What follows belongs to an exercise in optimizing a design on an open flow for small area, a short achievable clock period and few clock cycles; a production flow would make more cautious choices.
Where RTL was checked, it was by simulation tests only, not by an equivalence proof against the original.
No driver is modelled on the clock port, so clock power and skew are understated where the tree is cut down; a real chip needs a root buffer or a tree.
Power figures rest on the tool's default switching activity, not on a simulated workload.

// phase_synthesizer
module phase_synthesizer #(
  parameter int ADDR_WIDTH  = 11,
  parameter int PHASE_WIDTH = 24,
  parameter int MAG_WIDTH   = 16,
  parameter int RATIO_WIDTH = 16,
  parameter int RATIO_FRAC  = 12
) (
  input  logic                   clock,
  input  logic                   reset,
  input  logic [PHASE_WIDTH-1:0] phase,
  input  logic [PHASE_WIDTH-1:0] phase_last,
  input  logic                   phases_valid,
  input  logic [ADDR_WIDTH-1:0]  k_max,
  input  logic [MAG_WIDTH-1:0]   magnitude,
  input  logic [RATIO_WIDTH-1:0] pitch_ratio,
  output logic [47:0]            m_tdata,
  output logic                   m_tvalid,
  input  logic                   m_tready,
  output logic                   m_tlast,
  output logic [15:0]            m_tuser,
  output logic                   busy,
  output logic [7:0]             dropped_count
);
  logic [23:0] ph_q, pl_q;       
  logic [10:0] k_q;              
  logic [15:0] r_q, mag_q;
  logic [23:0] sn_acc_q;         
  logic [14:0] ms_q;             
  ...
==> flow/config.mk <==
export PLATFORM = sky130hd
export DESIGN_NAME = phase_synthesizer
export DESIGN_NICKNAME = phase_synthesizer
export VERILOG_FILES = /design/flow/design.v
export SDC_FILE = /design/flow/constraint.sdc
export NUM_CORES = 4
export LEC_CHECK = 0
export CAP_MARGIN = 20
export CORE_MARGIN = 2
export CORE_UTILIZATION = 50
export SETUP_SLACK_MARGIN = 4.75
export SLEW_MARGIN = 20
export TNS_END_PERCENT = 20
==> flow/constraint.sdc <==
create_clock -name core_clock -period 7.0 [get_ports {clock}]
set_input_delay 1.4000 -clock core_clock [delete_from_list [all_inputs] [get_ports {clock}]]
set_output_delay 1.4000 -clock core_clock [all_outputs]
set_load 0.01 [all_outputs]
standard.sh (not shown) runs the stock make flow with config.mk's settings and CLKGATE_MAP_FILE= SYNTH_SCRIPT=/design/flow/synth_recipe.tcl, a recipe that flattens the netlist after the stock synthesis.
==> flow/flow/run.sh <==
#!/bin/bash
set -euo pipefail
here=$(pwd)
export BUFFER_PORTS_ARGS="-buffer_cell sky130_fd_sc_hd__buf_1"
export SKIP_REPAIR_TIE_FANOUT=1
export PRE_CTS_TCL="$here/flow/pre_cts.tcl"
bash standard.sh finish > standard_make.log 2>&1
Other scripts of this flow, unchanged in this note and not shown: flow/flow/mycts.tcl, flow/flow/pre_cts.tcl
Testbench counts at the start, summed over its fixed seeds: cycles 50,150.
Then changed:
- CORE_UTILIZATION: 50 -> 40
- TNS_END_PERCENT: 20 -> 0
Synthesized cell count is unchanged.
Global-route usage went down by 2.1 points.
Power went down slightly.
No run of this note takes its clock network from TritonCTS; it comes from the design's own scripts or RTL.

* * *

## alpha
phase_synthesizer, a different RTL version from the one above (not shown whole).
Size in the first run: about 660 cells after synthesis, roughly 190 flip-flops, roughly 170 I/O pins.
Settings: LEC_CHECK=0, CAP_MARGIN=20, CORE_MARGIN=2, CORE_UTILIZATION=50, SETUP_SLACK_MARGIN=4.75, SLEW_MARGIN=20, TNS_END_PERCENT=20; clock period 7.0 ns.
==> flow/flow/mycts.tcl <==
proc my_cts_split {items n} {
  set groups [list $items]
  set dir 0
  while {[llength $groups] < $n} {
    set ng {}
    foreach g $groups {
      set idx [expr {$dir == 0 ? 1 : 2}]
      set s [lsort -integer -index $idx $g]
      set h [expr {[llength $s] / 2}]
      lappend ng [lrange $s 0 [expr {$h - 1}]] [lrange $s $h end]
    }
    set groups $ng
    set dir [expr {1 - $dir}]
  }
  return $groups
}

proc my_cts_buffer {name master in_net items} {
  set block [ord::get_db_block]
  set sx 0; set sy 0
  foreach e $items { incr sx [lindex $e 1]; incr sy [lindex $e 2] }
  set n [llength $items]
  set cx [expr {$sx / $n}]; set cy [expr {$sy / $n}]
  set buf [odb::dbInst_create $block $master $name]
  set net [odb::dbNet_create $block "clknet_$name"]
  $net setSigType CLOCK
  [$buf findITerm A] connect $in_net
  [$buf findITerm X] connect $net
  $buf setLocation $cx $cy
  $buf setPlacementStatus PLACED
  return [list $buf $net $cx $cy]
}

proc my_cts_build {ntop nsub topname leafname} {
  set db [ord::get_db]
  set block [ord::get_db_block]
  set clk_net [$block findNet clock]
  set sinks {}
  foreach it [$clk_net getITerms] {
    set bb [[$it getInst] getBBox]
    lappend sinks [list $it [expr {([$bb xMin] + [$bb xMax]) / 2}] [expr {([$bb yMin] + [$bb yMax]) / 2}]]
  }
  set t 0
  foreach g [my_cts_split $sinks $ntop] {
    if {$nsub <= 1} {
      lassign [my_cts_buffer "clkbuf_${t}_clock" [$db findMaster $topname] $clk_net $g] buf net
      foreach e $g { set it [lindex $e 0]; $it disconnect; $it connect $net }
    } else {
      lassign [my_cts_buffer "clkbuf_${t}_clock" [$db findMaster $topname] $clk_net $g] buf tnet
      set l 0
      foreach sg [my_cts_split $g $nsub] {
        lassign [my_cts_buffer "clkbuf_${t}_${l}_clock" [$db findMaster $leafname] $tnet $sg] lbuf lnet
        foreach e $sg { set it [lindex $e 0]; $it disconnect; $it connect $lnet }
        incr l
      }
    }
    incr t
  }
  puts "my_cts: [llength $sinks] sinks, $ntop x $nsub buffers"
}
==> flow/flow/pre_cts.tcl <==
# Replaces TritonCTS for this design: a two-level tree (the clock port drives four clkbuf_8,
# each drives two clkbuf_16, each drives about 24 flip-flops of its region of the placement).
# The rest of ORFS's cts.tcl (legalisation, timing repair) runs as usual afterwards.
source [file join [file dirname [info script]] mycts.tcl]
rename clock_tree_synthesis orfs_clock_tree_synthesis
proc clock_tree_synthesis {args} {
  my_cts_build 4 2 sky130_fd_sc_hd__clkbuf_8 sky130_fd_sc_hd__clkbuf_16
}
Scripts as last shown in full above: flow/flow/run.sh
Per the final summary, alpha finished and its layout is clean on timing, DRC and antenna.
## Diff of input files: beta against alpha
Settings: TNS_END_PERCENT: 20 -> 0; SETUP_SLACK_MARGIN: 4.75 -> 5.0.
Result for beta and alpha: all clean. As far as worst setup slack after layout is concerned, alpha and beta perform about the same. Delta (beta minus alpha): relative slew slack has remained practically unchanged; sequential share of cell area has increased; met2 wirelength from detailed routing has decreased. beta ends up with a count of non-filler cells in the finished layout that is about 2.2% lower than in alpha.
Function was not checked in any run of this note: the RTL went through the layout flow alone. No run of this note takes its clock network from TritonCTS; it comes from the design's own scripts or RTL.

what the ideal ports hide:
How much do the figures lean on ideal ports? The routed layouts below were timed once more, with nothing changed but the port constraints.
Step 1 assumes that a clkbuf_16 drives the clock port and a buf_2 every other input.
Step 2 moves the port delays by t, midway between the first and last clock arrival at a register: inputs arrive t later, outputs are due t later. That takes back most of the time a late clock gives input paths.
Slacks: ideal / step 1 / step 2; pairs: ideal / step 1.
run | t (ns) | setup WS [ns] | worst slew at a driven data input, ns
the first run of note 1 | 0.367 | 4.565 / 4.494 / 4.351 | 0.08
the second run of note 1 | 0.367 | 4.578 / 4.504 / 4.400 | 0.06
alpha | 0.370 | 4.609 / 4.532 / 4.424 | 0.07
beta | 0.372 | 4.607 / 4.530 / 4.445 | 0.06
After both steps setup and hold are still met in every run listed. For the first run of note 1, which loses most, drivers alone change the setup slack by -0.071 ns; drivers and shift together by -0.214 ns.
